This is an optimization exercise on Yosys and OpenROAD, whose aim is small area, not a production implementation.
Function was checked by simulation only, so behaviour that the tests miss may differ from the original.
Power and IR drop assume default switching activity.

run 1:
// tx_alc_guard
module tx_alc_guard (
    input  logic        aclk,
    input  logic        aresetn,
    input  logic        s_tvalid,
    output logic        s_tready,
    input  logic [95:0] s_tdata,
    output logic        m_tvalid,
    input  logic        m_tready,
    output logic [31:0] m_tdata,
    input  logic        cfg_we,
    input  logic [2:0]  cfg_addr,
    input  logic [15:0] cfg_wdata
);
Size: roughly 2,300 cells after synthesis, about 470 flip-flops, about 150 I/O pins.
==> flow/config.mk <==
export PLATFORM = sky130hd
export DESIGN_NAME = tx_alc_guard
export DESIGN_NICKNAME = tx_alc_guard
export VERILOG_FILES = /design/flow/design.v
export SDC_FILE = /design/flow/constraint.sdc
export NUM_CORES = 4
export LEC_CHECK = 0
export CAP_MARGIN = 20
export CORE_MARGIN = 2
export CORE_UTILIZATION = 40
export SLEW_MARGIN = 20
==> flow/constraint.sdc <==
create_clock -name core_clock -period 10.0 [get_ports {aclk}]
set_input_delay 2.0000 -clock core_clock [delete_from_list [all_inputs] [get_ports {aclk}]]
set_output_delay 2.0000 -clock core_clock [all_outputs]
set_load 0.01 [all_outputs]
standard.sh (not shown) runs the stock make flow with config.mk's settings and CLKGATE_MAP_FILE= SYNTH_SCRIPT=/design/flow/synth_recipe.tcl, a recipe that flattens the netlist after the stock synthesis.
==> flow/flow/run.sh <==
#!/bin/bash
# The standard layout (standard.sh) with three changes:
#  - synthesis runs flow/synth.tcl: synth_recipe.tcl with an area-oriented ABC script
#  - ports are buffered with the smallest buffer (buf_1)
#  - clock tree synthesis clusters the flip-flops explicitly and adds no dummy loads
# make's full output goes to flow.log; ORFS's per-step logs stay under orfs/logs.
set -euo pipefail
here=$(pwd)
bash standard.sh \
  SYNTH_SCRIPT="$here/flow/synth.tcl" \
  BUFFER_PORTS_ARGS="-buffer_cell sky130_fd_sc_hd__buf_1" \
  CTS_ARGS="-sink_clustering_enable -repair_clock_nets -dont_use_dummy_load -buf_list sky130_fd_sc_hd__clkbuf_16 -sink_clustering_size 28 -sink_clustering_max_diameter 90" \
  GPL_TIMING_DRIVEN=0 \
  finish > flow.log 2>&1
==> flow/flow/abc_area.script <==
strash
&get -n
&fraig -x
&put
scorr
dc2
dretime
strash
dch -f
map -a
mfs2
strash
&get -n
&dch -f
&nf {D}
&put
buffer -c
upsize -c {D}
dnsize -c {D}
==> flow/flow/synth.tcl <==
# synth_recipe.tcl with one change: the final ABC mapping uses abc_area.script (beside this
# file) in place of ORFS's speed script. Registers are mapped before ABC and stay as they are.
proc synth {args} { yosys synth -nofsm -noshare {*}$args }
set ::my_abc_script [file join [file dirname [file normalize [info script]]] abc_area.script]
proc abc {args} {
  set i [lsearch $args -script]
  if {$i >= 0} {
    set args [lreplace $args $i [expr {$i + 1}] -script $::my_abc_script]
  }
  yosys abc {*}$args
}
source $::env(SCRIPTS_DIR)/synth.tcl
# left out here: clear keep_hierarchy, flatten, clean up, hide names made inside functions, write 1_2_yosys.v
Inputs modified between run 1 and run 2:
==> flow/flow/run.sh <==
#!/bin/bash
set -euo pipefail
bash standard.sh \
  BUFFER_PORTS_ARGS="-buffer_cell sky130_fd_sc_hd__buf_1" \
  CTS_ARGS="-sink_clustering_enable -repair_clock_nets -dont_use_dummy_load -buf_list sky130_fd_sc_hd__clkbuf_16 -sink_clustering_size 24 -sink_clustering_max_diameter 80" \
  finish > flow.log 2>&1
removed: flow/flow/abc_area.script
removed: flow/flow/synth.tcl
Results
Changes observed in run 2 relative to run 1: clock period minus final worst setup slack grew by 0.25 ns; core utilization went down by 0.68 points. When the final numbers for run 1 and run 2 were put side by side, the fraction of area in non-clock buffers turned out to be smaller in run 2. On relative area of clock buffers and inverters in the final design, run 1 and run 2 are neck and neck. Per the comparison of run 2 with run 1, met1 global-route usage saw an increase, area fraction in compound gates after synthesis fell by 2.5 points, relative contribution of sequential cells to total power went down, synthesized cell count now larger. Higher clock insertion delay at the later pin of the skew report among run 1 and run 2: run 2. Run 2 | stages: all done | timing, DRC, antenna: all pass. Run 1 closes out successfully: all stages finished, all timing, DRC and antenna checks passed. Any difference in maximum level of the CTS H-tree between run 1 and run 2 is small enough to ignore. Of run 1 and run 2, the lower critical path depth belongs to run 2.
For run 3, these inputs were changed with respect to run 2:
diff --git a/flow/flow/run.sh b/flow/flow/run.sh
--- a/flow/flow/run.sh
+++ b/flow/flow/run.sh
@@ -1,4 +1,11 @@
 #!/bin/bash
+# The standard layout (standard.sh) with three changes:
+#  - synthesis runs flow/synth.tcl: synth_recipe.tcl with an area-oriented ABC script
+#  - ports are buffered with the smallest buffer (buf_1)
+#  - clock tree synthesis clusters the flip-flops explicitly and adds no dummy loads
+# make's full output goes to flow.log; ORFS's per-step logs stay under orfs/logs.
 set -euo pipefail
+here=$(pwd)
 bash standard.sh \
+  SYNTH_SCRIPT="$here/flow/synth.tcl" \
   BUFFER_PORTS_ARGS="-buffer_cell sky130_fd_sc_hd__buf_1" \
==> flow/flow/abc_area.script (new file) <==
strash
&get -n
&fraig -x
&put
scorr
dc2
dretime
strash
dch -f
map -a
mfs2
strash
&get -n
&dch -f
&nf {D}
&put
buffer -c
upsize -c {D}
dnsize -c {D}
==> flow/flow/synth.tcl (new file) <==
# synth_recipe.tcl with one change: the final ABC mapping uses abc_area.script (beside this
# file) in place of ORFS's speed script. Registers are mapped before ABC and stay as they are.
proc synth {args} { yosys synth -nofsm -noshare {*}$args }
set ::my_abc_script [file join [file dirname [file normalize [info script]]] abc_area.script]
proc abc {args} {
  set i [lsearch $args -script]
  if {$i >= 0} {
    set args [lreplace $args $i [expr {$i + 1}] -script $::my_abc_script]
  }
  yosys abc {*}$args
}
source $::env(SCRIPTS_DIR)/synth.tcl
# left out here: clear keep_hierarchy, flatten, clean up, hide names made inside functions, write 1_2_yosys.v
## What came out
- Run 3 completed end to end with timing, DRC and antenna clean.
- [compare] base=run 2 new=run 3: cell depth of the worst hold path moved up; die span in x moved down; summed area of non-filler cells in the final layout moved down; core occupancy in the finished layout level; portion of total power attributed to the clock network moved up.
- Higher fraction of power consumed by combinational cells goes to run 2 over run 3.
- Global-route track usage on met2: run 3 and run 2 compared, lower one is run 3
- Run 2 vs run 3, cell with the largest stage delay on the worst path: maj3_1 vs fa_1
- Run comparison: run 2 timing endpoint of the critical path u_back.gain_reg[8]; run 3 timing endpoint of the critical path u_back.gain_reg[10]

==> static timing again, ports no longer ideal <==
Ports are ideal in the flow. The routed layouts listed here were re-timed in OpenROAD.
Step 1 sets driving cells, clkbuf_16 on the clock port and buf_2 on the other inputs (assumed; they add their load-dependent delay and slew).
Step 2 also shifts input and output timing later by t, the mid clock arrival at the registers, as if the neighbouring blocks saw the same clock.
Three values: ideal, step 1, step 2; two values: the first two.
| run | t, ns | setup WS [ns] | worst setup path at the end |
|---|---|---|---|
| run 1 | 0.633 | 0.676 / 0.676 / 0.676 | register to register |
| run 2 | 0.659 | 0.425 / 0.425 / 0.425 | register to register |
| run 3 | 0.636 | 0.787 / 0.787 / 0.787 | register to register |
After both steps setup and hold are still met in every run listed.
